What follows belongs to an exercise in optimizing a design on an open flow for small area and a short achievable clock period; a production flow would make more cautious choices.
Function was checked by simulation only, so behaviour that the tests miss may differ from the original.
Power figures rest on the tool's default switching activity, not on a simulated workload.

## flow/design.v (module list and top-level ports; edited modules follow where they fit)
// module alu_shamt: 268 lines
// module alu_mul16: 1079 lines
// module alu_top: 253 lines
module alu_top (
    input  logic                      clk,
    input  logic                      reset,
    input  logic                      ce,
    input  logic                      execute,
    input  logic [4:0]                operation,
    input  logic [16-1:0]    ta,
    input  logic [16-1:0]    tb,
    input  logic                      wide,
    input  logic [5:0]                flags_in,
    output logic [32-1:0]    result,
    output logic [5:0]                flags,
    output logic                      done
);
  // ...
==> flow/flow/run.sh <==
#!/bin/bash
# The standard layout (standard.sh) with two changes:
# - synthesis runs Yosys's synth with -noabc (SYNTH_ARGS), so the full adders
#   are extracted from the design's own gates rather than from ABC's first
#   mapping, which leaves them in mixed polarity with inverters in between;
#   the registers, their names and cells are those of the standard synthesis
# - buffer_ports makes the port buffers from buf_2 cells instead of the slow
#   delay-buffer cell it picks by itself
# The make output goes to make_finish.log here; ORFS keeps each step's log
# under orfs/logs/.
set -euo pipefail
bash standard.sh "SYNTH_ARGS=-noabc" \
    "BUFFER_PORTS_ARGS=-buffer_cell sky130_fd_sc_hd__buf_2" finish > make_finish.log 2>&1
==> flow/standard.sh <==
#!/bin/bash
# synth_recipe.tcl (not shown) runs the flow's synth.tcl, then flattens the netlist and writes it again
# the make line also repeats each setting of config.mk as NAME=value (left out here)
make -C /OpenROAD-flow-scripts/flow DESIGN_CONFIG=/design/flow/config.mk WORK_HOME=/design/flow/orfs CLKGATE_MAP_FILE= SYNTH_SCRIPT=/design/flow/synth_recipe.tcl "${@:-finish}"
==> flow/config.mk <==
export PLATFORM = sky130hd
export DESIGN_NAME = alu_top
export DESIGN_NICKNAME = alu_top
export VERILOG_FILES = /design/flow/design.v
export SDC_FILE = /design/flow/constraint.sdc
export NUM_CORES = 4
export LEC_CHECK = 0
export ABC_AREA = 1
export CAP_MARGIN = 20
export CORE_MARGIN = 2
export CORE_UTILIZATION = 40
export SLEW_MARGIN = 20
==> flow/constraint.sdc <==
create_clock -name core_clock -period 11.0 [get_ports {clk}]
set_input_delay 2.2000 -clock core_clock [delete_from_list [all_inputs] [get_ports {clk}]]
set_output_delay 2.2000 -clock core_clock [all_outputs]
set_load 0.01 [all_outputs]
==> metrics.md, run 1 <==
| Metric | Value |
|---|---|
| Run status | `finished clean` |
| Top power group | `combinational logic` |
| Most frequent cell after synthesis | `nand2_1` |
| Layout Cells excl Fill | `about 2400` |
| Vias in the first global route | `roughly 14000` |
| Met1 wire length | `23600 µm` |
| Synth area leader | `fa_1` |
| CP Max Fanout | `17` |
| Sequential fraction of the synthesis area | `between 6 and 7%` |
| GR Util met2 | `54.4%` |
| Worst flop-to-flop path endpoint | `flags[5]` |
| Synth Flop Type | `dfxtp_1` |
| WL per Instance | `between 20 and 25 µm` |
| Max incr delay on CP | `approximately 0.97 ns` |
| Clock root cell | `clkbuf_16` |
| Deepest clock path buffer count | `2` |
| Area taken by multi-input logic gates | `10800 µm²` |
| Unrepaired setup endpoints after global routing | `no` |
| Synth cell types | `58` |
| Core area | `31400 µm²` |
| Clock buffers created by TritonCTS | `5` |
| Critical Path End | `flags[4]` |
| Initial antenna violation count | `0` |
| Number of antenna diodes | `0` |
| Placed cell count | `about 2400` |
| Reg clk slew, reported paths | `0.06 ns` |
| Bufs and invs on worst path | `6` |
| Sequential cells | `39` |
| Slowest CP cell | `a221oi_1` |
| WHS Path Cells | `2` |
| Routed wl met3 | `between 5000 and 6000 µm` |
| Crit. Startpoint | `operation[3]` |
==> run 2: changes to the inputs <==
--- a/flow/config.mk
+++ b/flow/config.mk
@@ -11,2 +11,3 @@
 export CORE_UTILIZATION = 40
+export SETUP_SLACK_MARGIN = 2.0
 export SLEW_MARGIN = 20
==> metrics.md, run 2 <==
| Metric | Value |
|---|---|
| Nets@finish | `2277 (was 2201)` |
| Startpoint Class | `primary input (unchanged)` |
| Yosys warns | `1 (unchanged)` |
| Antenna-violating nets left | `0 (unchanged)` |
| Post-DP HPWL | `47100 µm (was 46300 µm)` |
| Sequential fraction of the synthesis area | `6.14% (unchanged)` |
| Post-Route WL | `61600 µm (was 57600 µm)` |
| Crit path top cell by count | `fa_1 (was nand2_1)` |
| Pre-antenna DRT Iters | `7 (was 6)` |
| Clk_skew | `0 ns (unchanged)` |
| Number of antenna diodes | `0 (unchanged)` |
| Max incr delay on CP | `0.49 ns (was 0.97 ns)` |
| Commonest non-fill, non-tap cell in the layout | `nand2_1 (unchanged)` |
| WHS Endpoint | `result[26] (was result[24])` |
| Max cap viols | `0 (unchanged)` |
| Worst skew pair latency | `0.27 ns (was 0.28 ns)` |
| Core area | `31400 µm² (unchanged)` |
| Worst reg2reg path depth | `4 (unchanged)` |
| Synth Flop Type | `dfxtp_1 (unchanged)` |
| Avg Cell Area, Syn | `6.73 µm² (unchanged)` |
| Largest register FFs | `32 (unchanged)` |
| Post-synth top area share | `20.1% (unchanged)` |
| Largest net degree at the start of global routing | `36 (was 39)` |
| Die Wd | `182 µm (unchanged)` |
| Final worst-path cycle share | `80.8% (was 94.9%)` |
| Arr. time, crit path | `9.02 ns (was 10.65 ns)` |
| Cell area after synthesis | `12700 µm² (unchanged)` |
| Max Slew Vio Count | `0 (unchanged)` |
| Clock Sinks | `39 (unchanged)` |
| Gp weighted congestion | `1.05 (was 1.06)` |
| Clock buffers created by TritonCTS | `5 (unchanged)` |
| Net Sw Frac | `56.0% (was 55.6%)` |
| Comb power frac | `81.3% (was 77.6%)` |
| Top-Level Pins | `87 (unchanged)` |
| Fill count | `3160 (was 3329)` |
| Reg clk slew, reported paths | `0.05 ns (was 0.06 ns)` |
| Via density | `6.27 (was 6.21)` |
| Drt initial violations | `1641 (was 1688)` |
| Synth cell types | `58 (unchanged)` |
| Die height | `182 µm (unchanged)` |
| Hold slack | `0.459 ns (was 0.461 ns)` |
| Internal | `691 µW (was 641 µW)` |
| Syn Inst Count | `1891 (unchanged)` |
| CP Max Fanout | `6 (was 17)` |
| FF-to-FF Start | `flags[5] (unchanged)` |
| Slew @ Worst Pin | `1.18 ns (was 1.07 ns)` |
| Vias in the first global route | `14200 (about the same)` |
| Slowest CP cell | `fa_1 (was a221oi_1)` |
| Most frequent cell after synthesis | `nand2_1 (unchanged)` |
| TritonCTS clock tree | `built (unchanged)` |
| Max VDD drop | `0.0777 mV (was 0.0657 mV)` |
| Initial Util | `40.5% (unchanged)` |
| FF-to-FF setup slack | `10.30 ns (was 10.28 ns)` |
| Deepest clock path buffer count | `2 (unchanged)` |
| Critical path type | `primary input to flop (unchanged)` |
| EDFF count, synth | `0 (unchanged)` |
| Final number of hold-violating endpoints | `0 (unchanged)` |
| Req. time, crit path | `11.14 ns (was 11.21 ns)` |
| FMAX | `113 MHz (was 95.8 MHz)` |
| Area delta synth->final | `23.4% (was 10.3%)` |
| Synth area leader | `fa_1 (unchanged)` |
| Reg power frac | `9.8% (was 10.6%)` |
| Port bufs | `86 (unchanged)` |
| Clock power frac | `9.0% (was 11.8%)` |
| Most frequent cells in the layout | `nand2_1 (359), inv_1 (160), xor2_1 (150) (was nand2_1 (385), inv_1 (186), xor2_1 (155))` |
| Setup TNS | `0 ns (unchanged)` |
| Initial antenna violation count | `0 (unchanged)` |
| Cts hold-fix bufs | `0 (unchanged)` |
| Overflow after GRT | `0 (unchanged)` |
| Synth top area cells | `fa_1 (20%), nand2_1 (11%), xor2_1 (11%), o22ai_1 (6.8%), ha_1 (6.2%) (unchanged)` |
| H-Tree Depth | `2 (unchanged)` |
| NetSw | `882 µW (was 802 µW)` |
| Ys async rst share | `0% (unchanged)` |
| Number of synthesized register bits | `39 (unchanged)` |
| Slew Limit Headroom | `20.9% (was 28.6%)` |
| Tmin final | `8.88 ns (was 10.44 ns)` |
| Crit. Startpoint | `operation[1] (was operation[3])` |
| Unrepaired setup endpoints after global routing | `yes (was no)` |
| Net Count, Synth | `2130 (unchanged)` |
| Largest reg by FF count | `result (unchanged)` |
| Launch point of the worst hold path | `result[26] (was result[24])` |
| Vias post-DR | `15300 (was 14700)` |
| WL per Instance | `25.2 µm (was 24.4 µm)` |
| Worst flop-to-flop path endpoint | `flags[5] (unchanged)` |
| Final setup fails | `0 (unchanged)` |
| Remaining DRCs | `0 (unchanged)` |
| WHS Path Cells | `2 (unchanged)` |
| Row count | `65 (unchanged)` |
| Die area | `33200 µm² (unchanged)` |
| All-Layer GR Usage | `35.6% (was 34.5%)` |
| Min-Delay Path Class | `flop to flop (unchanged)` |
| Biggest regs | `result x32, flags x6, done x1 (unchanged)` |
| First-pass GRT wire length | `89800 µm (was 87500 µm)` |
| Run status | `finished clean (unchanged)` |
| Pwr/cell area | `100 nW/µm² (was 103 nW/µm²)` |
| Critical path capture point type | `flop (unchanged)` |
| Ratio of cells with drive above 1 in the final layout | `22.6% (was 11.2%)` |
| Leakage | `0.00795 µW (was 0.00749 µW)` |
| Clock root cell | `clkbuf_16 (unchanged)` |
| Commonest cells in the netlist | `nand2_1 (385), inv_1 (186), xor2_1 (155) (unchanged)` |
[run 2: final cells by class]
cell class	instances	area (µm²)	share of cell area [%]
well taps	402	503	3.21
repair inverters	1	6.26	0.0399
multi-input cells	1545	11700	74.3
repair buffers	237	1760	11.2
inverters	209	842	5.37
flip-flops and latches	39	781	4.98
clock inverters	1	5.00	0.0319
clock buffers	6	139	0.885
[run 2: routing by layer]
metal | share of wire, % | global-route usage, % | vias up
met5 | 0 | 0 | -
met2 | 43 | 56.3 | 1092
met4 | 6.3 | 16.5 | 0
met1 | 40 | 48.1 | 7243
li1 | - | - | 6723
met3 | 11 | 5.09 | 243
[run 2: cells by family after synthesis]
| logic type | Yosys count | share of synthesized area (%) |
|---|---|---|
| flip-flops | 39 | 6.14 |
| AND/OR/NAND/NOR | 728 | 24.2 |
| buffers and inverters | 307 | 9.39 |
| adder cells (fa/ha/maj) | 191 | 26.3 |
| XOR/XNOR | 162 | 11.2 |
| AO/OA/AOI/OAI | 464 | 22.8 |
[run 2: worst max-delay path by stage]
stage | cells after the start | to
after floorplan | 31 | flags[4]
after global placement | 37 | flags[4]
after detailed placement | 37 | flags[4]
after CTS | 32 | flags[5]
after global routing | 36 | flags[4]
final | 32 | flags[4]
[run 2: power by group through the flow]
stage          clock [µW]  sequential [µW]  combinational (µW)
2_1_floorplan           0              159                 709
3_3_place_gp            0              156                1070
3_5_place_dp            0              156                1080
4_1_cts               143              153                1120
5_1_grt               149              154                1380
6_report              141              153                1280
[run 2: critical path, delay by kind of cell]
family | cells | cell delay [ns]
adders and majority gates | 7 | 2.99
and+or+nand+nor | 6 | 0.79
AOI/OAI and AO/OA | 11 | 1.57
xor gates and xnor gates | 4 | 0.80
buffers and inverters | 4 | 0.65
[run 2: stage by stage]
stage	setup WS (ns)	instances	total power, µW	instance area (µm²)	util (%)
after global routing	1.89	2440	1680	15700	50.0
after detailed placement	0.426	2350	1230	13800	43.9
after CTS	2.01	2390	1420	14600	46.5
after global placement	0.369	2350	1220	13800	43.9
after floorplan	2.05	1891	868	12700	-
final	2.12	2440	1570	15700	50.0
[run 2: repair_timing]
action                     CTS  global route
gates resized for setup    102           175
setup endpoints to repair   36            13
hold endpoints to repair     0             0
pin swaps                   13            67
buffers inserted            32            49
gates cloned                 1             1
==> run 3: changes to the inputs <==
--- a/flow/config.mk
+++ b/flow/config.mk
@@ -8,6 +8,6 @@
 export ABC_AREA = 1
-export CAP_MARGIN = 20
+export CAP_MARGIN = 10
 export CORE_MARGIN = 2
-export CORE_UTILIZATION = 40
-export SETUP_SLACK_MARGIN = 2.0
-export SLEW_MARGIN = 20
+export CORE_UTILIZATION = 55
+export PLACE_DENSITY = 0.8
+export SLEW_MARGIN = 10
==> metrics.md, run 3 <==
| Metric | Value |
|---|---|
| Min-Delay Path Class | `flop to flop (unchanged)` |
| Clk_skew | `0 ns (unchanged)` |
| Worst reg2reg path depth | `4 (unchanged)` |
| Die Wd | `156 µm (was 182 µm)` |
| Final worst-path cycle share | `95.1% (was 80.8%)` |
| Drt initial violations | `2134 (was 1641)` |
| Number of synthesized register bits | `39 (unchanged)` |
| Synth top area cells | `fa_1 (20%), nand2_1 (11%), xor2_1 (11%), o22ai_1 (6.8%), ha_1 (6.2%) (unchanged)` |
| Most frequent cells in the layout | `nand2_1 (385), inv_1 (186), xor2_1 (154) (was nand2_1 (359), inv_1 (160), xor2_1 (150))` |
| Clock buffers created by TritonCTS | `5 (unchanged)` |
| Vias post-DR | `15000 (was 15300)` |
| Cts hold-fix bufs | `0 (unchanged)` |
| Internal | `622 µW (was 691 µW)` |
| Crit path top cell by count | `inv_1 (was fa_1)` |
| Post-synth top area share | `20.1% (unchanged)` |
| Synth cell types | `58 (unchanged)` |
| Pwr/cell area | `105 nW/µm² (was 100 nW/µm²)` |
| Sequential fraction of the synthesis area | `6.14% (unchanged)` |
| Overflow after GRT | `0 (unchanged)` |
| Syn Inst Count | `1891 (unchanged)` |
| Finished Cell Area | `13800 µm² (was 15700 µm²)` |
| Max incr delay on CP | `0.85 ns (was 0.49 ns)` |
| Post-Route WL | `56300 µm (was 61600 µm)` |
| Max Slew Vio Count | `0 (unchanged)` |
| Largest reg by FF count | `result (unchanged)` |
| Critical path type | `primary input to flop (unchanged)` |
| FMAX | `95.6 MHz (was 113 MHz)` |
| Initial antenna violation count | `0 (unchanged)` |
| Vias in the first global route | `14200 (about the same)` |
| Most frequent cell after synthesis | `nand2_1 (unchanged)` |
| Slew @ Worst Pin | `1.05 ns (was 1.18 ns)` |
| WHS Path Cells | `2 (unchanged)` |
| Initial Util | `56.2% (was 40.5%)` |
| Tmin final | `10.47 ns (was 8.88 ns)` |
| Net Count, Synth | `2130 (unchanged)` |
| Arr. time, crit path | `10.61 ns (was 9.02 ns)` |
| Bufs and invs on worst path | `9 (was 4)` |
| Slowest CP cell | `a221oi_1 (was fa_1)` |
| FF-to-FF Start | `flags[5] (unchanged)` |
| Clock Sinks | `39 (unchanged)` |
| TritonCTS clock tree | `built (unchanged)` |
| Run status | `finished clean (unchanged)` |
| Gp weighted congestion | `1.08 (was 1.05)` |
| Final Total Pwr | `1440 µW (was 1570 µW)` |
| WP depth | `38 (was 32)` |
| Via density | `6.74 (was 6.27)` |
| Slew Limit Headroom | `29.4% (was 20.9%)` |
| Worst skew pair latency | `0.28 ns (was 0.27 ns)` |
| Ratio of cells with drive above 1 in the final layout | `10.6% (was 22.6%)` |
| Clock power frac | `11.2% (was 9.0%)` |
| Req. time, crit path | `11.14 ns (about the same)` |
| Number of antenna diodes | `0 (unchanged)` |
| Top-Level Pins | `87 (unchanged)` |
| Final number of hold-violating endpoints | `0 (unchanged)` |
| Critical path capture point type | `flop (unchanged)` |
| Antenna-violating nets left | `0 (unchanged)` |
| Area delta synth->final | `8.16% (was 23.4%)` |
| Yosys warns | `1 (unchanged)` |
| Reg power frac | `10.6% (was 9.8%)` |
| Unrepaired setup endpoints after global routing | `no (was yes)` |
| First-pass GRT wire length | `84200 µm (was 89800 µm)` |
| Nets@finish | `2183 (was 2277)` |
| Leakage | `0.00740 µW (was 0.00795 µW)` |
| Comb power frac | `78.2% (was 81.3%)` |
| CP Max Fanout | `18 (was 6)` |
| Largest register FFs | `32 (unchanged)` |
| Core area | `22600 µm² (was 31400 µm²)` |
| Commonest non-fill, non-tap cell in the layout | `nand2_1 (unchanged)` |
| Deepest clock path buffer count | `2 (unchanged)` |
| Port bufs | `86 (unchanged)` |
| Post-DP Area | `13600 µm² (was 13800 µm²)` |
| H-Tree Depth | `2 (unchanged)` |
| CP delay by family, top | `adder cells (unchanged)` |
| Die area | `24400 µm² (was 33200 µm²)` |
| EDFF count, synth | `0 (unchanged)` |
| Final setup fails | `0 (unchanged)` |
| Die height | `156 µm (was 182 µm)` |
| Clock root cell | `clkbuf_16 (unchanged)` |
| Net Sw Frac | `57.0% (was 56.0%)` |
| Fill count | `2141 (was 3160)` |
| Cell area after synthesis | `12700 µm² (unchanged)` |
| Commonest cells in the netlist | `nand2_1 (385), inv_1 (186), xor2_1 (155) (unchanged)` |
| Remaining DRCs | `0 (unchanged)` |
| Setup TNS | `0 ns (unchanged)` |
| Max cap viols | `0 (unchanged)` |
| Synth area leader | `fa_1 (unchanged)` |
| WL per Instance | `25.2 µm (about the same)` |
| Crit. Startpoint | `operation[2] (was operation[1])` |
| Row count | `55 (was 65)` |
| Max VDD drop | `0.0845 mV (was 0.0777 mV)` |
| NetSw | `823 µW (was 882 µW)` |
| Reg clk slew, reported paths | `0.06 ns (was 0.05 ns)` |
| All-Layer GR Usage | `45.6% (was 35.6%)` |
| Pre-antenna DRT Iters | `9 (was 7)` |
| Synth Flop Type | `dfxtp_1 (unchanged)` |
| Post-DP HPWL | `45000 µm (was 47100 µm)` |
| Largest net degree at the start of global routing | `37 (was 36)` |
| Biggest regs | `result x32, flags x6, done x1 (unchanged)` |
| Ys async rst share | `0% (unchanged)` |
| Startpoint Class | `primary input (unchanged)` |
| Launch point of the worst hold path | `result[27] (was result[26])` |
| Avg Cell Area, Syn | `6.73 µm² (unchanged)` |
## run 3: timing repair
item | in CTS | in global routing
buffers inserted | 0 | 0
setup endpoints to repair | 0 | 1
resized for setup | 0 | 5
## run 3: stage by stage
stage               hold WS [ns]  setup WS (ns)  std cells  utilization (%)
floorplan                  0.490           1.97       1891                -
global placement           0.450          0.152       2222             59.9
detailed placement         0.453         0.0690       2222             59.9
CTS                        0.462          0.332       2230             60.6
global route               0.476         0.0613       2230             60.8
finish                     0.461          0.535       2230             60.8
## run 3: path summary, 6_finish.rpt
kind | endpoint | slack, ns
setup / recovery | flags[4] | 0.53
hold reg to reg | result[27] | 0.46
hold / removal | result[27] | 0.46
setup reg to reg | flags[5] | 10.31
## run 3: worst register-to-register path, delay by kind of cell, from the launching register on
kind                   cells  cell delay [ns]
and+or+nand+nor            3             0.25
DFF                        1             0.31
buffers and inverters      1             0.04
## run 3: power by group through the flow
stage               clock network, µW  logic, µW  registers [µW]
CTS                               162       1080             153
global placement                    0       1050             156
detailed placement                  0       1070             156
finish                            162       1130             153
floorplan                           0        709             159
global route                      168       1210             154
## run 3: layer usage
| layer | part of all wire (%) | GRT usage (%) |
|---|---|---|
| met5 | 0 | 0 |
| met4 | 8.7 | 30.0 |
| met3 | 13 | 11.3 |
| met2 | 43 | 70.9 |
| met1 | 36 | 56.3 |
## run 3: cells by family after synthesis
kind of cell / Yosys count / share of synthesized area (%)
simple gates: 728 / 24.2
fa+ha+maj: 191 / 26.3
buf+inv: 307 / 9.39
flops: 39 / 6.14
xor+xnor: 162 / 11.2
compound gates: 464 / 22.8
## run 3: layout make-up
| cell class | count | area (µm²) | share of cell area [%] |
|---|---|---|---|
| timing repair buffer | 144 | 878 | 6.39 |
| clock inverter | 3 | 43.8 | 0.318 |
| sequential | 39 | 781 | 5.68 |
| clock buffer | 5 | 125 | 0.910 |
| multi-input combinational | 1545 | 10800 | 78.4 |
| inverter | 209 | 785 | 5.70 |
| tap | 285 | 357 | 2.59 |
==> run 4: changes to the inputs <==
--- a/flow/config.mk
+++ b/flow/config.mk
@@ -7,7 +7,6 @@
 export LEC_CHECK = 0
-export ABC_AREA = 1
-export CAP_MARGIN = 10
+export CAP_MARGIN = 20
 export CORE_MARGIN = 2
-export CORE_UTILIZATION = 55
-export PLACE_DENSITY = 0.8
-export SLEW_MARGIN = 10
+export CORE_UTILIZATION = 40
+export SETUP_SLACK_MARGIN = 1.0
+export SLEW_MARGIN = 20
==> metrics.md, run 4 <==
| Metric | Value |
|---|---|
| Pre-antenna DRT Iters | `6 (was 9)` |
| Synth area leader | `fa_1 (unchanged)` |
| Area taken by multi-input logic gates | `13100 µm² (was 10800 µm²)` |
| Syn Inst Count | `1896 (was 1891)` |
| Area delta synth->final | `22.8% (was 8.16%)` |
| Largest register FFs | `32 (unchanged)` |
| Port bufs | `86 (unchanged)` |
| CP Max Fanout | `18 (unchanged)` |
| First-pass GRT wire length | `100000 µm (was 84200 µm)` |
| Worst skew pair latency | `0.28 ns (about the same)` |
| TritonCTS clock tree | `built (unchanged)` |
| Commonest non-fill, non-tap cell in the layout | `buf_4 (was nand2_1)` |
| Gr busiest metal | `met2 (unchanged)` |
| Row count | `68 (was 55)` |
| Critical path type | `primary input to flop (unchanged)` |
| Internal | `1090 µW (was 622 µW)` |
| Initial antenna violation count | `6 (was 0)` |
| Final worst-path cycle share | `89.5% (was 95.1%)` |
| Net Sw Frac | `51.5% (was 57.0%)` |
| Die Wd | `192 µm (was 156 µm)` |
| Min-Delay Path Class | `flop to flop (unchanged)` |
| Met1 Track Usage GR | `52.4% (was 56.3%)` |
| Comb power frac | `87.0% (was 78.2%)` |
| Pwr/cell area | `130 nW/µm² (was 105 nW/µm²)` |
| H-Tree Depth | `2 (unchanged)` |
| Synth Flop Type | `dfxtp_1 (unchanged)` |
| Post-DP HPWL | `53700 µm (was 45000 µm)` |
| Max incr delay on CP | `0.58 ns (was 0.85 ns)` |
| Bufs and invs on worst path | `4 (was 9)` |
| Top-Level Pins | `87 (unchanged)` |
| Largest reg by FF count | `result (unchanged)` |
| Synth cell types | `103 (was 58)` |
| Deepest clock path buffer count | `2 (unchanged)` |
| Max cap viols | `0 (unchanged)` |
| Reg area | `781 µm² (unchanged)` |
| FMAX | `102 MHz (was 95.6 MHz)` |
| Clock power frac | `6.2% (was 11.2%)` |
| Die area | `36800 µm² (was 24400 µm²)` |
| Net Count, Synth | `2135 (was 2130)` |
| Yosys warns | `1 (unchanged)` |
| Final Total Pwr | `2250 µW (was 1440 µW)` |
| Number of synthesized register bits | `39 (unchanged)` |
| Critical path capture point type | `flop (unchanged)` |
| Via density | `6.57 (was 6.74)` |
| Ys async rst share | `0% (unchanged)` |
| Biggest regs | `result x32, flags x6, done x1 (unchanged)` |
| NetSw | `1160 µW (was 823 µW)` |
| Reg power frac | `6.8% (was 10.6%)` |
| Largest net degree at the start of global routing | `63 (was 37)` |
| Overflow after GRT | `0 (unchanged)` |
| CP delay by family, top | `compound AO/OA/AOI/OAI gates (was adder cells)` |
| EDFF count, synth | `0 (unchanged)` |
| Post-synth top area share | `18.1% (was 20.1%)` |
| Unrepaired setup endpoints after global routing | `no (unchanged)` |
| Vias in the first global route | `15100 (was 14200)` |
| Clock Sinks | `39 (unchanged)` |
| Final setup fails | `0 (unchanged)` |
| Remaining DRCs | `0 (unchanged)` |
| Max Slew Vio Count | `0 (unchanged)` |
| Setup TNS | `0 ns (unchanged)` |
| Tmin final | `9.85 ns (was 10.47 ns)` |
| Leakage | `0.00695 µW (was 0.00740 µW)` |
| Most frequent cell after synthesis | `nor2_1 (was nand2_1)` |
| Die height | `192 µm (was 156 µm)` |
| Cts hold-fix bufs | `0 (unchanged)` |
| Avg Cell Area, Syn | `7.45 µm² (was 6.73 µm²)` |
| Ratio of cells with drive above 1 in the final layout | `25.5% (was 10.6%)` |
| Final number of hold-violating endpoints | `0 (unchanged)` |
| Drt initial violations | `2207 (was 2134)` |
| Antenna-violating nets left | `0 (unchanged)` |
| Slew @ Worst Pin | `1.14 ns (was 1.05 ns)` |
| Nets@finish | `2288 (was 2183)` |
| Reg clk slew, reported paths | `0.06 ns (about the same)` |
| Slowest CP cell | `or4b_4 (was a221oi_1)` |
| Sequential fraction of the synthesis area | `5.53% (was 6.14%)` |
| Fill count | `3472 (was 2141)` |
| Core area | `34600 µm² (was 22600 µm²)` |
| Vias post-DR | `16500 (was 15000)` |
| Slew Limit Headroom | `23.3% (was 29.4%)` |
| GR Util met2 | `54.4% (was 70.9%)` |
| Most frequent cells in the layout | `buf_4 (230), nor2_1 (169), xnor2_1 (153) (was nand2_1 (385), inv_1 (186), xor2_1 (154))` |
| Met3 Use GR | `8.00% (was 11.3%)` |
| Gp weighted congestion | `1.06 (was 1.08)` |
| Startpoint Class | `primary input (unchanged)` |
| WL per Instance | `27.7 µm (was 25.2 µm)` |
| Commonest cells in the netlist | `nor2_1 (178), xnor2_1 (159), a22oi_1 (158) (was nand2_1 (385), inv_1 (186), xor2_1 (155))` |
| All-Layer GR Usage | `36.6% (was 45.6%)` |
| Clock buffers created by TritonCTS | `5 (unchanged)` |
| Cell area after synthesis | `14100 µm² (was 12700 µm²)` |
| Post-Route WL | `69400 µm (was 56300 µm)` |
| Max VDD drop | `0.128 mV (was 0.0845 mV)` |
| Run status | `finished clean (unchanged)` |
| Arr. time, crit path | `10.04 ns (was 10.61 ns)` |
| Req. time, crit path | `11.20 ns (was 11.14 ns)` |
| Initial Util | `40.8% (was 56.2%)` |
| Clk_skew | `0 ns (unchanged)` |
| Clock root cell | `clkbuf_16 (unchanged)` |
| Synth top area cells | `fa_1 (18%), xnor2_1 (9.9%), a22oi_1 (8.4%), ha_1 (5.6%), dfxtp_1 (5.5%) (was fa_1 (20%), nand2_1 (11%), xor2_1 (11%), o22ai_1 (6.8%), ha_1 (6.2%))` |
-- run 4: worst paths after layout --
path                to         start  depth (start not counted)  slack [ns]
max           flags[2]  operation[2]                         31        1.15
min          result[5]     result[5]                          2        0.45
min reg2reg  result[5]     result[5]                          2        0.45
max reg2reg   flags[2]      flags[2]                          5        9.45
-- run 4: repair_timing --
action	4_1_cts	5_1_grt
setup endpoints to repair	10	10
pin swaps	9	118
buffers inserted	16	27
resized for setup	41	176
gates cloned	0	1
-- run 4: worst register-to-register path: stages (launching register included) --
cell and delay (ns):
dfxtp_1 0.36, o21bai_1 0.13, nor2_2 0.10, nand4_1 0.10, or4_1 0.54, o32ai_2 0.24
-- run 4: kinds of logic after synthesis --
group / share of synthesized area, %
buffers and inverters: 7.20
AO/OA/AOI/OAI: 31.5
XOR/XNOR: 11.6
adder cells (fa/ha/maj): 24.5
multiplexers: 0.576
AND/OR/NAND/NOR: 19.1
flip-flops: 5.53
-- run 4: metal layers --
layer	up-vias	part of all wire, %
met3	155	12
met5	-	0
met1	8066	42
met4	0	3.6
li1	7222	-
met2	1055	42
-- run 4: power groups by stage --
stage	sequential, µW	clock [µW]	combinational, µW
6_report	154	138	1960
3_5_place_dp	157	0	1700
4_1_cts	154	141	1760
5_1_grt	155	145	2070
3_3_place_gp	157	0	1690
2_1_floorplan	161	0	969
-- run 4: cell type report --
type	count	share of cell area, %
Multi-Input combinational cell	1610	75.3
Clock inverter	2	0.0721
Inverter	55	1.28
Sequential cell	39	4.50
Antenna cell	5	0.0721
Timing Repair Buffer	338	14.8
Tap cell	455	3.28
Clock buffer	6	0.742
-- run 4: per-stage QoR --
step | cell area, µm² | util (%) | worst slack [ns] | std cells | hold slack [ns]
after floorplan | 14100 | - | 1.00 | 1896 | 0.476
final | 17400 | 50.1 | 1.15 | 2510 | 0.447
after CTS | 16400 | 47.3 | 1.01 | 2477 | 0.447
after detailed placement | 16000 | 46.1 | 0.0663 | 2453 | 0.442
after global routing | 17400 | 50.1 | 0.854 | 2508 | 0.486
after global placement | 16000 | 46.1 | 0.119 | 2453 | 0.439
==> run 5: changes to the inputs <==
--- a/flow/config.mk
+++ b/flow/config.mk
@@ -7,2 +7,3 @@
 export LEC_CHECK = 0
+export ABC_AREA = 1
 export CAP_MARGIN = 20
==> metrics.md, run 5 <==
| Metric | Value |
|---|---|
| Run status | `finished clean (unchanged)` |
| Overflow after GRT | `0 (unchanged)` |
| Max cap viols | `0 (unchanged)` |
| Cell area after synthesis | `12700 µm² (was 14100 µm²)` |
| Antenna-violating nets left | `0 (unchanged)` |
| Critical path type | `primary input to flop (unchanged)` |
| Clock buffers created by TritonCTS | `5 (unchanged)` |
| Via density | `6.20 (was 6.57)` |
| Clock power frac | `11.7% (was 6.2%)` |
| Max incr delay on CP | `0.63 ns (was 0.58 ns)` |
| Slowest CP cell | `fa_1 (was or4b_4)` |
| EDFF count, synth | `0 (unchanged)` |
| Most frequent cells in the layout | `nand2_1 (382), inv_1 (183), xor2_1 (154) (was buf_4 (230), nor2_1 (169), xnor2_1 (153))` |
| Vias in the first global route | `14300 (was 15100)` |
| Setup TNS | `0 ns (unchanged)` |
| Gp weighted congestion | `1.06 (about the same)` |
| Ys async rst share | `0% (unchanged)` |
| Net Sw Frac | `55.5% (was 51.5%)` |
| Yosys warns | `1 (unchanged)` |
| Comb power frac | `77.7% (was 87.0%)` |
| Reg clk slew, reported paths | `0.06 ns (about the same)` |
| Row count | `65 (was 68)` |
| Clock Sinks | `39 (unchanged)` |
| Largest family of logic cells by synthesized area | `adder cells (was compound AO/OA/AOI/OAI gates)` |
| Final Worst Setup Slack | `1.43 ns (was 1.15 ns)` |
| Synth Flop Type | `dfxtp_1 (unchanged)` |
| Pre-antenna DRT Iters | `7 (was 6)` |
| Deepest clock path buffer count | `2 (unchanged)` |
| Initial antenna violation count | `0 (was 6)` |
| Largest net degree at the start of global routing | `39 (was 63)` |
| Max VDD drop | `0.0658 mV (was 0.128 mV)` |
| Post-synth top area share | `20.1% (was 18.1%)` |
| Net Count, Synth | `2130 (was 2135)` |
| Placement Setup Slack | `0.297 ns (was 0.0663 ns)` |
| Arr. time, crit path | `9.78 ns (was 10.04 ns)` |
| Initial Util | `40.5% (was 40.8%)` |
| Nets@finish | `2209 (was 2288)` |
| Synth cell types | `58 (was 103)` |
| Core Util, Final | `45.3% (was 50.1%)` |
| Die area | `33200 µm² (was 36800 µm²)` |
| Final setup fails | `0 (unchanged)` |
| Pwr/cell area | `102 nW/µm² (was 130 nW/µm²)` |
| Adder-cell share of the synthesized area | `26.3% (was 24.5%)` |
| Max Slew Vio Count | `0 (unchanged)` |
| Sequential fraction of the synthesis area | `6.14% (was 5.53%)` |
| NetSw | `808 µW (was 1160 µW)` |
| Xor/xnor cell area share of the yosys netlist | `11.2% (was 11.6%)` |
| Syn Inst Count | `1891 (was 1896)` |
| Final Total Pwr | `1450 µW (was 2250 µW)` |
| Commonest cells in the netlist | `nand2_1 (385), inv_1 (186), xor2_1 (155) (was nor2_1 (178), xnor2_1 (159), a22oi_1 (158))` |
| All-Layer GR Usage | `34.5% (was 36.6%)` |
| Startpoint Class | `primary input (unchanged)` |
| Leakage | `0.00753 µW (was 0.00695 µW)` |
| Biggest regs | `result x32, flags x6, done x1 (unchanged)` |
| Largest reg by FF count | `result (unchanged)` |
| Die Wd | `182 µm (was 192 µm)` |
| Cts hold-fix bufs | `0 (unchanged)` |
| Number of synthesized register bits | `39 (unchanged)` |
| Commonest non-fill, non-tap cell in the layout | `nand2_1 (was buf_4)` |
| First-pass GRT wire length | `87500 µm (was 100000 µm)` |
| Reg power frac | `10.6% (was 6.8%)` |
| H-Tree Depth | `2 (unchanged)` |
| Tmin final | `9.57 ns (was 9.85 ns)` |
| Internal | `647 µW (was 1090 µW)` |
| Number of antenna diodes | `0 (was 5)` |
| CP Max Fanout | `17 (was 18)` |
| Die height | `182 µm (was 192 µm)` |
| Min-Delay Path Class | `flop to flop (unchanged)` |
| Remaining DRCs | `0 (unchanged)` |
| Slew Limit Headroom | `34.7% (was 23.3%)` |
| Post-DP Area | `13800 µm² (was 16000 µm²)` |
| Top-Level Pins | `87 (unchanged)` |
| Avg Cell Area, Syn | `6.73 µm² (was 7.45 µm²)` |
| Final worst-path cycle share | `87.0% (was 89.5%)` |
| Slew @ Worst Pin | `0.980 ns (was 1.14 ns)` |
| FMAX | `104 MHz (was 102 MHz)` |
| Final number of hold-violating endpoints | `0 (unchanged)` |
| Ratio of cells with drive above 1 in the final layout | `12.5% (was 25.5%)` |
| WL per Instance | `24.3 µm (was 27.7 µm)` |
| Largest register FFs | `32 (unchanged)` |
| Synth Area in Compound Gates | `22.8% (was 31.5%)` |
| Drt initial violations | `1716 (was 2207)` |
| Area delta synth->final | `11.7% (was 22.8%)` |
| Finished Cell Area | `14200 µm² (was 17400 µm²)` |
| Clock root cell | `clkbuf_16 (unchanged)` |
| Critical path capture point type | `flop (unchanged)` |
| Synth area leader | `fa_1 (unchanged)` |
| Most frequent cell after synthesis | `nand2_1 (was nor2_1)` |
| Post-synthesis simple-gate area fraction | `24.2% (was 19.1%)` |
| Req. time, crit path | `11.21 ns (was 11.20 ns)` |
| Unrepaired setup endpoints after global routing | `no (unchanged)` |
| Worst skew pair latency | `0.28 ns (about the same)` |
| Vias post-DR | `14700 (was 16500)` |
| Core area | `31400 µm² (was 34600 µm²)` |
| TritonCTS clock tree | `built (unchanged)` |
| Clk_skew | `0 ns (unchanged)` |
| Synth top area cells | `fa_1 (20%), nand2_1 (11%), xor2_1 (11%), o22ai_1 (6.8%), ha_1 (6.2%) (was fa_1 (18%), xnor2_1 (9.9%), a22oi_1 (8.4%), ha_1 (5.6%), dfxtp_1 (5.5%))` |
| Post-Route WL | `57800 µm (was 69400 µm)` |
| Multiplexer share of the synthesized area | `0% (was 0.576%)` |
| Port bufs | `86 (unchanged)` |
| Post-DP HPWL | `46300 µm (was 53700 µm)` |
[run 5: changes by cell type in the layout (fill, tap and decap cells not counted), moves of 129 or more]
cell,delta
a22oi_1,-133
buf_4,-148
inv_1,+141
nand2_1,+238
xnor2_1,-146
xor2_1,+129
[run 5: critical path, delay by kind of cell]
kind            cells  cell delay (ns)
fa+ha+maj           7             3.30
simple gates       10             1.46
compound gates     10             1.35
buf+inv             6             0.96
xor+xnor            3             0.51
[run 5: layout make-up]
| class | instances | area (µm²) |
|---|---|---|
| multi-input cells | 1545 | 10900 |
| clock inverters | 2 | 35.0 |
| clock buffers | 6 | 139 |
| repair buffers | 170 | 1080 |
| fillers | 3321 | 17200 |
| well taps | 402 | 503 |
| inverters | 209 | 795 |
| flip-flops and latches | 39 | 781 |
[run 5: power by group through the flow]
stage	Clock [µW]	Combinational [µW]	Sequential, µW
3_3_place_gp	0	1080	156
3_5_place_dp	0	1090	157
6_report	170	1130	154
4_1_cts	171	1090	154
5_1_grt	177	1230	154
2_1_floorplan	0	709	159
[run 5: timing repair]
action | 4_1_cts | 5_1_grt
buffers inserted | 1 | 7
pin swaps | 0 | 2
setup endpoints to repair | 1 | 8
resized for setup | 6 | 26
gates cloned | 0 | 0
[run 5: per-stage QoR]
step | hold slack (ns) | instances
finish | 0.460 | 2373
global route | 0.478 | 2373
CTS | 0.464 | 2365
detailed placement | 0.454 | 2356
global placement | 0.454 | 2356
floorplan | 0.490 | 1891
[run 5: worst paths after layout]
kind / startpoint / endpoint / slack (ns) / cells after the start
worst max-delay path: operation[0] / flags[4] / 1.43 / 36
worst min-delay path: result[24] / result[24] / 0.46 / 2
worst max register to register: flags[5] / flags[5] / 10.28 / 4
worst min register to register: result[24] / result[24] / 0.46 / 2
[run 5: kinds of logic (layout without fill, tap and decap cells)]
kind of cell	Yosys count	after routing
simple gates	728	728
xor+xnor	162	162
flops	39	39
buf+inv	307	387
fa+ha+maj	191	191
compound gates	464	464
[run 5: routing by layer]
| layer | share of wire (%) | wire length, µm | global-route usage (%) | up-vias |
|---|---|---|---|---|
| li1 | - | - | - | 6581 |
| met1 | 40 | 23200 | 45.8 | 7022 |
| met2 | 44 | 25400 | 54.3 | 922 |
| met3 | 9.5 | 5480 | 4.59 | 185 |
| met4 | 6.4 | 3680 | 18.9 | 0 |
| met5 | 0 | 0 | 0 | - |
==> run 6: changes to the inputs <==
--- a/flow/config.mk
+++ b/flow/config.mk
@@ -11,3 +11,3 @@
 export CORE_UTILIZATION = 40
-export SETUP_SLACK_MARGIN = 1.0
+export SETUP_SLACK_MARGIN = 1.6
 export SLEW_MARGIN = 20
==> metrics.md, run 6 <==
| Metric | Value |
|---|---|
| Multiplexer share of the synthesized area | `0% (unchanged)` |
| Setup TNS | `0 ns (unchanged)` |
| Synth Area in Compound Gates | `22.8% (unchanged)` |
| FF-to-FF Start | `flags[5] (unchanged)` |
| Post-synthesis simple-gate area fraction | `24.2% (unchanged)` |
| Bufs and invs on worst path | `5 (was 6)` |
| Pwr/cell area | `102 nW/µm² (about the same)` |
| Synth top area cells | `fa_1 (20%), nand2_1 (11%), xor2_1 (11%), o22ai_1 (6.8%), ha_1 (6.2%) (unchanged)` |
| Most frequent cells in the layout | `nand2_1 (374), inv_1 (172), xor2_1 (154) (was nand2_1 (382), inv_1 (183), xor2_1 (154))` |
| Largest reg by FF count | `result (unchanged)` |
| Min-Delay Path Class | `flop to flop (unchanged)` |
| Deepest clock path buffer count | `2 (unchanged)` |
| Final number of hold-violating endpoints | `0 (unchanged)` |
| Avg Cell Area, Syn | `6.73 µm² (unchanged)` |
| Vias in the first global route | `14300 (about the same)` |
| WP depth | `34 (was 36)` |
| Clock root cell | `clkbuf_16 (unchanged)` |
| H-Tree Depth | `2 (unchanged)` |
| Critical path type | `primary input to flop (unchanged)` |
| CP Max Fanout | `9 (was 17)` |
| Reg clk slew, reported paths | `0.06 ns (about the same)` |
| Crit path top cell by count | `nand2_1` |
| Fill count | `3281 (was 3321)` |
| First-pass GRT wire length | `87600 µm (was 87500 µm)` |
| Largest net degree at the start of global routing | `39 (unchanged)` |
| Largest register FFs | `32 (unchanged)` |
| Yosys warns | `1 (unchanged)` |
| Pre-antenna DRT Iters | `6 (was 7)` |
| Hold slack | `0.461 ns (was 0.460 ns)` |
| CP delay by family, top | `adder cells (unchanged)` |
| Number of synthesized register bits | `39 (unchanged)` |
| Final worst-path cycle share | `83.0% (was 87.0%)` |
| Worst flop-to-flop path endpoint | `flags[5] (unchanged)` |
| Die Wd | `182 µm (unchanged)` |
| Synth cell types | `58 (unchanged)` |
| Ratio of cells with drive above 1 in the final layout | `16.2% (was 12.5%)` |
| Max Slew Vio Count | `0 (unchanged)` |
| Req. time, crit path | `11.14 ns (was 11.21 ns)` |
| Synth Flop Type | `dfxtp_1 (unchanged)` |
| Syn Inst Count | `1891 (unchanged)` |
| All-Layer GR Usage | `34.5% (about the same)` |
| Startpoint Class | `primary input (unchanged)` |
| Overflow after GRT | `0 (unchanged)` |
| Commonest non-fill, non-tap cell in the layout | `nand2_1 (unchanged)` |
| Critical path capture point type | `flop (unchanged)` |
| Antenna-violating nets left | `0 (unchanged)` |
| Die height | `182 µm (unchanged)` |
| Initial antenna violation count | `0 (unchanged)` |
| Crit. Startpoint | `tb[1] (was operation[0])` |
| Tmin final | `9.13 ns (was 9.57 ns)` |
| Ys async rst share | `0% (unchanged)` |
| Clock buffers created by TritonCTS | `5 (unchanged)` |
| Sequential fraction of the synthesis area | `6.14% (unchanged)` |
| Post-synth top area share | `20.1% (unchanged)` |
| Most frequent cell after synthesis | `nand2_1 (unchanged)` |
| Unrepaired setup endpoints after global routing | `yes (was no)` |
| Remaining DRCs | `0 (unchanged)` |
| Core area | `31400 µm² (unchanged)` |
| Final Total Pwr | `1500 µW (was 1450 µW)` |
| Gp weighted congestion | `1.06 (unchanged)` |
| Run status | `finished clean (unchanged)` |
| Worst skew pair latency | `0.28 ns (about the same)` |
| Synth area leader | `fa_1 (unchanged)` |
| EDFF count, synth | `0 (unchanged)` |
| Slowest CP cell | `fa_1 (unchanged)` |
| Max incr delay on CP | `0.60 ns (was 0.63 ns)` |
| Vias post-DR | `15000 (was 14700)` |
| Drt initial violations | `1649 (was 1716)` |
| Port bufs | `86 (unchanged)` |
| Worst reg2reg path depth | `4 (unchanged)` |
| Adder-cell share of the synthesized area | `26.3% (unchanged)` |
| Net Count, Synth | `2130 (unchanged)` |
| TritonCTS clock tree | `built (unchanged)` |
| WL per Instance | `24.3 µm (about the same)` |
| Die area | `33200 µm² (unchanged)` |
| FMAX | `109 MHz (was 104 MHz)` |
| Top-Level Pins | `87 (unchanged)` |
| Biggest regs | `result x32, flags x6, done x1 (unchanged)` |
| Number of antenna diodes | `0 (unchanged)` |
| Clk_skew | `0 ns (unchanged)` |
| Final setup fails | `0 (unchanged)` |
| Slew Limit Headroom | `35.2% (was 34.7%)` |
| Clock Sinks | `39 (unchanged)` |
| Initial Util | `40.5% (unchanged)` |
| FF-to-FF setup slack | `10.29 ns (was 10.28 ns)` |
| Area delta synth->final | `15.9% (was 11.7%)` |
| Nets@finish | `2239 (was 2209)` |
| Arr. time, crit path | `9.27 ns (was 9.78 ns)` |
| Critical Path End | `flags[4] (unchanged)` |
| Xor/xnor cell area share of the yosys netlist | `11.2% (unchanged)` |
| Leakage | `0.00769 µW (was 0.00753 µW)` |
| Row count | `65 (unchanged)` |
| Largest family of logic cells by synthesized area | `adder cells (unchanged)` |
| Post-DP HPWL | `46300 µm (unchanged)` |
| Via density | `6.22 (was 6.20)` |
| Commonest cells in the netlist | `nand2_1 (385), inv_1 (186), xor2_1 (155) (unchanged)` |
| Max cap viols | `0 (unchanged)` |
| Slew @ Worst Pin | `0.972 ns (was 0.980 ns)` |
| Cell area after synthesis | `12700 µm² (unchanged)` |
| Post-Route WL | `58300 µm (was 57800 µm)` |
| Max VDD drop | `0.0659 mV (was 0.0658 mV)` |
==> run 6: through the flow <==
step / util [%] / instance area (µm²) / setup WS, ns / cells
detailed placement: 44.0 / 13800 / 0.297 / 2356
global route: 46.9 / 14700 / 1.49 / 2403
CTS: 45.3 / 14200 / 1.62 / 2372
global placement: 44.0 / 13800 / 0.290 / 2356
floorplan: - / 12700 / 1.97 / 1891
finish: 46.9 / 14700 / 1.87 / 2403
==> run 6: cell type report <==
type	count	area, µm²	area share [%]
inverter	209	830	5.63
multi-input combinational	1546	11100	75.4
tap	402	503	3.41
timing repair buffer	199	1340	9.08
sequential	39	781	5.30
clock inverter	2	35.0	0.238
clock buffer	6	139	0.942
==> run 6: how the worst min path moves through the flow <==
stage,to,cells past startpoint,startpoint,slack (ns)
after global routing,flags[1],2,flags[1],0.48
final,result[24],2,result[24],0.46
after global placement,result[28],2,result[28],0.45
after CTS,result[24],2,result[24],0.46
after detailed placement,result[24],2,result[24],0.45
after floorplan,flags[1],2,flags[1],0.49
==> run 6: metal layers <==
| layer | wire length [µm] | up-vias | GRT usage, % |
|---|---|---|---|
| li1 | - | 6645 | - |
| met1 | 23500 | 7154 | 46.3 |
| met2 | 25700 | 959 | 54.7 |
| met3 | 5370 | 194 | 4.01 |
| met4 | 3700 | 0 | 18.4 |
| met5 | 0 | - | 0 |
==> run 6: worst min-delay path: stages, from the launching register on <==
cell and delay, ns:
dfxtp_1 0.30, nand2_1 0.06, a21oi_1 0.05
==> run 6: power breakdown <==
part,switching [µW],internal (µW)
clock network,57.3,113
logic,763,411
registers,4.51,149
total,825,672
==> run 6: logic make-up (layout without fill, tap and decap cells) <==
| kind of cell | count (synthesis) | count (layout) |
|---|---|---|
| simple gates | 728 | 728 |
| compound gates | 464 | 465 |
| buf+inv | 307 | 416 |
| fa+ha+maj | 191 | 191 |
| xor+xnor | 162 | 162 |
| flops | 39 | 39 |
==> run 6: timing repair <==
| item | 4_1_cts | 5_1_grt |
|---|---|---|
| buffers inserted | 8 | 29 |
| pin swaps | 3 | 15 |
| hold buffers | 0 | 0 |
| resized for setup | 36 | 68 |
| cloned | 0 | 1 |
| endpoints found under the setup margin | 21 | 9 |
==> run 7: changes to the inputs <==
--- a/flow/config.mk
+++ b/flow/config.mk
@@ -11,3 +11,3 @@
 export CORE_UTILIZATION = 40
-export SETUP_SLACK_MARGIN = 1.6
+export SETUP_SLACK_MARGIN = 1.3
 export SLEW_MARGIN = 20
==> metrics.md, run 7 <==
| Metric | Value |
|---|---|
| Run status | `finished clean (unchanged)` |
| Biggest regs | `result x32, flags x6, done x1 (unchanged)` |
| Core area | `31400 µm² (unchanged)` |
| Final number of hold-violating endpoints | `0 (unchanged)` |
| TritonCTS clock tree | `built (unchanged)` |
| Cell area after synthesis | `12700 µm² (unchanged)` |
| Slowest CP cell | `fa_2 (was fa_1)` |
| CP Max Fanout | `17 (was 9)` |
| FF-to-FF setup slack | `10.28 ns (was 10.29 ns)` |
| Slew Limit Headroom | `29.7% (was 35.2%)` |
| Final setup fails | `0 (unchanged)` |
| Vias post-DR | `14800 (was 15000)` |
| Number of synthesized register bits | `39 (unchanged)` |
| Slew @ Worst Pin | `1.05 ns (was 0.972 ns)` |
| Min-Delay Path Class | `flop to flop (unchanged)` |
| Hold slack | `0.462 ns (was 0.461 ns)` |
| Ys async rst share | `0% (unchanged)` |
| Die area | `33200 µm² (unchanged)` |
| Placed cell count | `2356 (unchanged)` |
| FMAX | `107 MHz (was 109 MHz)` |
| Avg Cell Area, Syn | `6.73 µm² (unchanged)` |
| Largest reg by FF count | `result (unchanged)` |
| Syn Inst Count | `1891 (unchanged)` |
| Clock root cell | `clkbuf_16 (unchanged)` |
| Largest net degree at the start of global routing | `39 (unchanged)` |
| Initial Util | `40.5% (unchanged)` |
| Comb power frac | `78.0% (was 78.4%)` |
| First-pass GRT wire length | `87600 µm (about the same)` |
| Critical path type | `primary input to flop (unchanged)` |
| Gp weighted congestion | `1.06 (unchanged)` |
| Largest register FFs | `32 (unchanged)` |
| Commonest non-fill, non-tap cell in the layout | `nand2_1 (unchanged)` |
| Overflow after GRT | `0 (unchanged)` |
| Net Sw Frac | `55.3% (was 55.1%)` |
| Post-DP HPWL | `46300 µm (unchanged)` |
| Post-Route WL | `57800 µm (was 58300 µm)` |
| Startpoint Class | `primary input (unchanged)` |
| Most frequent cell after synthesis | `nand2_1 (unchanged)` |
| Req. time, crit path | `11.14 ns (about the same)` |
| Setup TNS | `0 ns (unchanged)` |
| Clock Sinks | `39 (unchanged)` |
| Port bufs | `86 (unchanged)` |
| Tmin final | `9.30 ns (was 9.13 ns)` |
| Unrepaired setup endpoints after global routing | `no (was yes)` |
| Max incr delay on CP | `0.63 ns (was 0.60 ns)` |
| Synth Flop Type | `dfxtp_1 (unchanged)` |
| All-Layer GR Usage | `34.5% (about the same)` |
| Synth area leader | `fa_1 (unchanged)` |
| Post-DP Area | `13800 µm² (unchanged)` |
| Deepest clock path buffer count | `2 (unchanged)` |
| Vias in the first global route | `14300 (about the same)` |
| Clk_skew | `0 ns (unchanged)` |
| Layout Cells excl Fill | `2389 (was 2403)` |
| Net Count, Synth | `2130 (unchanged)` |
| Nets@finish | `2225 (was 2239)` |
| Clock power frac | `11.5% (was 11.4%)` |
| Max VDD drop | `0.0659 mV (about the same)` |
| Initial antenna violation count | `0 (unchanged)` |
| Remaining DRCs | `0 (unchanged)` |
| Number of antenna diodes | `0 (unchanged)` |
| Internal | `657 µW (was 672 µW)` |
| NetSw | `813 µW (was 825 µW)` |
| WL per Instance | `24.2 µm (was 24.3 µm)` |
| Pwr/cell area | `101 nW/µm² (was 102 nW/µm²)` |
| Synth cell types | `58 (unchanged)` |
| Drt initial violations | `1789 (was 1649)` |
| Pre-antenna DRT Iters | `6 (unchanged)` |
| Clock buffers created by TritonCTS | `5 (unchanged)` |
| Die height | `182 µm (unchanged)` |
| Finished Cell Area | `14500 µm² (was 14700 µm²)` |
| Reg clk slew, reported paths | `0.06 ns (about the same)` |
| Post-synth top area share | `20.1% (unchanged)` |
| Reg power frac | `10.4% (was 10.3%)` |
| Sequential fraction of the synthesis area | `6.14% (unchanged)` |
| Max Slew Vio Count | `0 (unchanged)` |
| Ratio of cells with drive above 1 in the final layout | `14.6% (was 16.2%)` |
| Commonest cells in the netlist | `nand2_1 (385), inv_1 (186), xor2_1 (155) (unchanged)` |
| Row count | `65 (unchanged)` |
| Worst skew pair latency | `0.28 ns (about the same)` |
| Final worst-path cycle share | `84.6% (was 83.0%)` |
| Synth top area cells | `fa_1 (20%), nand2_1 (11%), xor2_1 (11%), o22ai_1 (6.8%), ha_1 (6.2%) (unchanged)` |
| Critical path capture point type | `flop (unchanged)` |
| Antenna-violating nets left | `0 (unchanged)` |
| Die Wd | `182 µm (unchanged)` |
| Top-Level Pins | `87 (unchanged)` |
| Most frequent cells in the layout | `nand2_1 (378), inv_1 (177), xor2_1 (154) (was nand2_1 (374), inv_1 (172), xor2_1 (154))` |
| Max cap viols | `0 (unchanged)` |
| Leakage | `0.00763 µW (was 0.00769 µW)` |
| Arr. time, crit path | `9.45 ns (was 9.27 ns)` |
| Yosys warns | `1 (unchanged)` |
| Via density | `6.20 (was 6.22)` |
| Area delta synth->final | `13.9% (was 15.9%)` |
| EDFF count, synth | `0 (unchanged)` |
| H-Tree Depth | `2 (unchanged)` |
-- run 7: changes by cell type in the layout (fill, tap and decap cells not counted), sizes merged --
cell | before | now
clkinvlp | 7 | 5
buf | 197 | 185
bufinv | 2 | 1
o21ai | 99 | 98
clkbuf | 8 | 7
inv | 191 | 192
clkinv | 11 | 13
-- run 7: area by class of cell --
class / count / area, µm²
inverter: 209 / 808
clock inverter: 2 / 35.0
sequential: 39 / 781
clock buffer: 6 / 139
multi-input combinational: 1545 / 11000
fill: 3303 / 16900
tap: 402 / 503
timing repair buffer: 186 / 1220
-- run 7: power by group through the flow --
stage	clock, µW	sequential [µW]	combinational (µW)
after floorplan	0	159	709
after global placement	0	156	1080
after detailed placement	0	157	1090
after CTS	171	154	1090
after global routing	177	154	1250
final	170	154	1150
-- run 7: per-stage QoR --
| stage | utilization, % | power (µW) | worst slack, ns |
|---|---|---|---|
| finish | 46.2 | 1470 | 1.70 |
| global route | 46.2 | 1590 | 1.28 |
| CTS | 44.8 | 1420 | 1.32 |
| detailed placement | 44.0 | 1240 | 0.297 |
| global placement | 44.0 | 1240 | 0.290 |
| floorplan | - | 868 | 1.97 |
-- run 7: repair_timing --
item,CTS,global route
pin swaps,0,11
hold buffers,0,0
setup buffers,3,21
gates resized for setup,10,63
endpoints found under the setup margin,10,11
-- run 7: layer usage --
| layer | part of all wire (%) | GRT usage (%) | vias to the layer above | wire, µm |
|---|---|---|---|---|
| met2 | 44 | 54.6 | 951 | 25300 |
| met4 | 6.7 | 18.3 | 0 | 3850 |
| met3 | 9.0 | 4.63 | 199 | 5230 |
| met5 | 0 | 0 | - | 0 |
| met1 | 41 | 45.9 | 7037 | 23400 |
| li1 | - | - | 6619 | - |
-- run 7: path summary, 6_finish.rpt --
path,startpoint,to,cells after the start
worst max-delay path,operation[0],flags[4],36
worst min-delay path,result[24],result[24],2
worst max register to register,flags[5],flags[5],4
worst min register to register,result[24],result[24],2
-- run 7: cell families after synthesis --
family	synth area share (%)
AND/OR/NAND/NOR	24.2
flip-flops	6.14
buffers and inverters	9.39
XOR/XNOR	11.2
adder cells (fa/ha/maj)	26.3
AO/OA/AOI/OAI	22.8
-- run 7: critical path, delay by kind of cell --
| family | cells | cell delay, ns |
|---|---|---|
| adders and majority gates | 7 | 3.34 |
| AOI/OAI and AO/OA | 10 | 1.42 |
| and+or+nand+nor | 9 | 0.95 |
| buffers and inverters | 7 | 0.95 |
| xor gates and xnor gates | 3 | 0.53 |
==> run 8: changes to the inputs <==
--- a/flow/flow/run.sh
+++ b/flow/flow/run.sh
@@ -6,3 +6,3 @@
 #   the registers, their names and cells are those of the standard synthesis
-# - buffer_ports makes the port buffers from buf_2 cells instead of the slow
+# - buffer_ports makes the port buffers from buf_1 cells instead of the slow
 #   delay-buffer cell it picks by itself
@@ -12,2 +12,2 @@
 bash standard.sh "SYNTH_ARGS=-noabc" \
-    "BUFFER_PORTS_ARGS=-buffer_cell sky130_fd_sc_hd__buf_2" finish > make_finish.log 2>&1
+    "BUFFER_PORTS_ARGS=-buffer_cell sky130_fd_sc_hd__buf_1" finish > make_finish.log 2>&1
--- a/flow/config.mk
+++ b/flow/config.mk
@@ -11,3 +11,2 @@
 export CORE_UTILIZATION = 40
-export SETUP_SLACK_MARGIN = 1.3
 export SLEW_MARGIN = 20
==> metrics.md, run 8 <==
| Metric | Value |
|---|---|
| Run status | `finished clean (unchanged)` |
| Final setup fails | `0 (unchanged)` |
| Final worst-path cycle share | `95.5% (was 84.6%)` |
| Antenna-violating nets left | `0 (unchanged)` |
| Max Slew Vio Count | `0 (unchanged)` |
| Cts hold-fix bufs | `0 (unchanged)` |
| TritonCTS clock tree | `built (unchanged)` |
| Via density | `6.20 (about the same)` |
| Biggest regs | `result x32, flags x6, done x1 (unchanged)` |
| Die area | `33200 µm² (unchanged)` |
| Slew @ Worst Pin | `0.979 ns (was 1.05 ns)` |
| Placement Setup Slack | `0.532 ns (was 0.297 ns)` |
| Post-CTS sizing | `0 (was 10)` |
| Internal | `641 µW (was 657 µW)` |
| Clock Sinks | `39 (unchanged)` |
| Setup TNS | `0 ns (unchanged)` |
| Pre-antenna DRT Iters | `6 (unchanged)` |
| Post-synth top area share | `20.1% (unchanged)` |
| FMAX | `95.2 MHz (was 107 MHz)` |
| Synth area leader | `fa_1 (unchanged)` |
| Net Sw Frac | `56.4% (was 55.3%)` |
| Arr. time, crit path | `10.72 ns (was 9.45 ns)` |
| Vias post-DR | `14700 (was 14800)` |
| Port bufs | `86 (unchanged)` |
| Launch point of the worst hold path | `result[28] (was result[24])` |
| H-Tree Depth | `2 (unchanged)` |
| Max cap viols | `0 (unchanged)` |
| Top-Level Pins | `87 (unchanged)` |
| Yosys warns | `1 (unchanged)` |
| Worst skew pair latency | `0.28 ns (about the same)` |
| Fill count | `3362 (was 3303)` |
| Die Wd | `182 µm (unchanged)` |
| Avg Cell Area, Syn | `6.73 µm² (unchanged)` |
| Number of synthesized register bits | `39 (unchanged)` |
| Core area | `31400 µm² (unchanged)` |
| Min-Delay Path Class | `flop to flop (unchanged)` |
| Nets@finish | `2212 (was 2225)` |
| CP Max Fanout | `9 (was 17)` |
| Tmin final | `10.51 ns (was 9.30 ns)` |
| Worst flop-to-flop path endpoint | `result[9] (was flags[5])` |
| Ys async rst share | `0% (unchanged)` |
| Deepest clock path buffer count | `2 (unchanged)` |
| Net Count, Synth | `2130 (unchanged)` |
| Hold slack | `0.466 ns (was 0.462 ns)` |
| First-pass GRT wire length | `89900 µm (was 87600 µm)` |
| Core Util, Final | `44.6% (was 46.2%)` |
| Row count | `65 (unchanged)` |
| Commonest cells in the netlist | `nand2_1 (385), inv_1 (186), xor2_1 (155) (unchanged)` |
| Clock root cell | `clkbuf_16 (unchanged)` |
| Unrepaired setup endpoints after global routing | `no (unchanged)` |
| Largest reg by FF count | `result (unchanged)` |
| FF-to-FF Start | `result[9] (was flags[5])` |
| Reg area | `781 µm² (unchanged)` |
| Max VDD drop | `0.0642 mV (was 0.0659 mV)` |
| Pwr/cell area | `105 nW/µm² (was 101 nW/µm²)` |
| Reg power frac | `10.5% (was 10.4%)` |
| Post-Route WL | `60300 µm (was 57800 µm)` |
| Gp weighted congestion | `1.04 (was 1.06)` |
| Slew Limit Headroom | `34.6% (was 29.7%)` |
| Area taken by multi-input logic gates | `10800 µm² (was 11000 µm²)` |
| Area delta synth->final | `10.2% (was 13.9%)` |
| Crit path top cell by count | `nand2_1` |
| Remaining DRCs | `0 (unchanged)` |
| Setup Fix Bufs, Post-CTS | `0 (was 3)` |
| Max incr delay on CP | `0.70 ns (was 0.63 ns)` |
| Crit. Startpoint | `tb[0] (was operation[0])` |
| Clk_skew | `0 ns (unchanged)` |
| Most frequent cells in the layout | `nand2_1 (385), inv_1 (186), xor2_1 (155) (was nand2_1 (378), inv_1 (177), xor2_1 (154))` |
| Startpoint Class | `primary input (unchanged)` |
| Final Worst Setup Slack | `0.495 ns (was 1.70 ns)` |
| Reg clk slew, reported paths | `0.06 ns (about the same)` |
| Final Total Pwr | `1470 µW (about the same)` |
| Die height | `182 µm (unchanged)` |
| Most frequent cell after synthesis | `nand2_1 (unchanged)` |
| Post-DP HPWL | `48600 µm (was 46300 µm)` |
| Clock buffers created by TritonCTS | `5 (unchanged)` |
| All-Layer GR Usage | `36.0% (was 34.5%)` |
| Final number of hold-violating endpoints | `0 (unchanged)` |
| Drt initial violations | `1801 (was 1789)` |
| Req. time, crit path | `11.21 ns (was 11.14 ns)` |
| WL per Instance | `25.4 µm (was 24.2 µm)` |
| Slowest CP cell | `a221oi_1 (was fa_2)` |
| Synth cell types | `58 (unchanged)` |
| Overflow after GRT | `0 (unchanged)` |
| Clock power frac | `11.5% (about the same)` |
| Largest net degree at the start of global routing | `37 (was 39)` |
| Critical path type | `primary input to flop (unchanged)` |
| Initial antenna violation count | `0 (unchanged)` |
| Commonest non-fill, non-tap cell in the layout | `nand2_1 (unchanged)` |
| Synth Flop Type | `dfxtp_1 (unchanged)` |
| Worst reg2reg path depth | `2 (was 4)` |
| EDFF count, synth | `0 (unchanged)` |
| NetSw | `828 µW (was 813 µW)` |
| FF-to-FF setup slack | `10.32 ns (was 10.28 ns)` |
| Initial Util | `40.5% (unchanged)` |
| WHS Path Cells | `2 (unchanged)` |
| Synth top area cells | `fa_1 (20%), nand2_1 (11%), xor2_1 (11%), o22ai_1 (6.8%), ha_1 (6.2%) (unchanged)` |
| Largest register FFs | `32 (unchanged)` |
| Ratio of cells with drive above 1 in the final layout | `7.35% (was 14.6%)` |
| Vias in the first global route | `14000 (was 14300)` |
| Syn Inst Count | `1891 (unchanged)` |
| Critical path capture point type | `flop (unchanged)` |
| Comb power frac | `78.1% (was 78.0%)` |
| Sequential fraction of the synthesis area | `6.14% (unchanged)` |
| Leakage | `0.00726 µW (was 0.00763 µW)` |
| WHS Endpoint | `result[28] (was result[24])` |
| Cell area after synthesis | `12700 µm² (unchanged)` |
## run 8: cell counts after synthesis
No cell type changed its count.
## run 8: logic make-up after synthesis
| family | count (synthesis) | synth area share (%) |
|---|---|---|
| buffers and inverters | 307 | 9.39 |
| flip-flops | 39 | 6.14 |
| AND/OR/NAND/NOR | 728 | 24.2 |
| XOR/XNOR | 162 | 11.2 |
| adder cells (fa/ha/maj) | 191 | 26.3 |
| AO/OA/AOI/OAI | 464 | 22.8 |
## run 8: layer usage
metal	GRT usage, %	share of wire [%]
met5	0	0
met4	16.7	5.7
met3	4.69	8.6
met2	57.5	44
met1	48.4	41
## run 8: stage by stage
step	cell area, µm²	cells
floorplan	12700	1891
global placement	13800	2367
detailed placement	13800	2367
CTS	14000	2375
global route	14000	2376
finish	14000	2377
## run 8: cell type report
class	instances	share of cell area, %
Antenna cell	1	0.0179
Sequential cell	39	5.57
Tap cell	402	3.59
Clock inverter	2	0.250
Clock buffer	6	0.991
Multi-Input combinational cell	1545	76.8
Inverter	209	5.60
Timing Repair Buffer	173	7.19
## run 8: worst max-delay path by stage
| stage | endpoint | slack, ns | cells past startpoint |
|---|---|---|---|
| 2_1_floorplan | flags[4] | 1.97 | 33 |
| 4_1_cts | flags[4] | 0.77 | 33 |
| 5_1_grt | flags[4] | 0.29 | 33 |
| 3_3_place_gp | flags[4] | 0.48 | 39 |
| 3_5_place_dp | flags[4] | 0.53 | 33 |
| 6_report | flags[4] | 0.49 | 33 |
## run 8: power groups by stage
stage	clock network [µW]	logic (µW)	registers, µW
5_1_grt	177	1250	154
6_report	169	1150	154
3_5_place_dp	0	1110	157
4_1_cts	172	1120	154
2_1_floorplan	0	709	159
3_3_place_gp	0	1110	156
## run 8: worst max-delay path, delay by kind of cell
family / cells / cell delay (ns)
adders and majority gates: 7 / 3.27
AOI/OAI and AO/OA: 12 / 2.35
and+or+nand+nor: 7 / 1.27
buffers and inverters: 4 / 1.11
xor gates and xnor gates: 3 / 0.52

==> afterwards: timing with drivers on the ports <==
Ports are ideal in the flow. The routed layouts listed here were re-timed in OpenROAD. Step 1 sets driving cells, clkbuf_16 on the clock port and buf_2 on the other inputs (assumed; they add their load-dependent delay and slew). Step 2 times the ports against the registers' clock, not the clock port: input delays grow and output delays shrink by t, the midpoint of the rising clock arrivals with the driver on. a / b / c = no drivers / after step 1 / after step 2; a / b = the first two.
| run | t (ns) | setup WS [ns] | worst setup path after step 2 | slew at the worst register clock pin (ns) |
|---|---|---|---|---|
| run 1 | 0.316 | 0.558 / 0.571 / 0.255 | input to register | 0.06 / 0.06 |
| run 2 | 0.308 | 2.117 / 2.120 / 1.812 | input to register | 0.06 / 0.06 |
| run 3 | 0.307 | 0.535 / 0.540 / 0.233 | input to register | 0.06 / 0.06 |
| run 4 | 0.311 | 1.155 / 1.156 / 0.845 | input to register | 0.06 / 0.06 |
| run 5 | 0.318 | 1.425 / 1.436 / 1.118 | input to register | 0.06 / 0.06 |
| run 6 | 0.316 | 1.867 / 1.875 / 1.560 | input to register | 0.06 / 0.06 |
| run 7 | 0.317 | 1.696 / 1.707 / 1.390 | input to register | 0.06 / 0.06 |
| run 8 | 0.315 | 0.495 / 0.507 / 0.192 | input to register | 0.06 / 0.06 |
After both steps setup and hold are still met in every run listed. For run 4, which loses most, drivers alone change the setup slack by +0.001 ns; drivers and shift together by -0.310 ns.
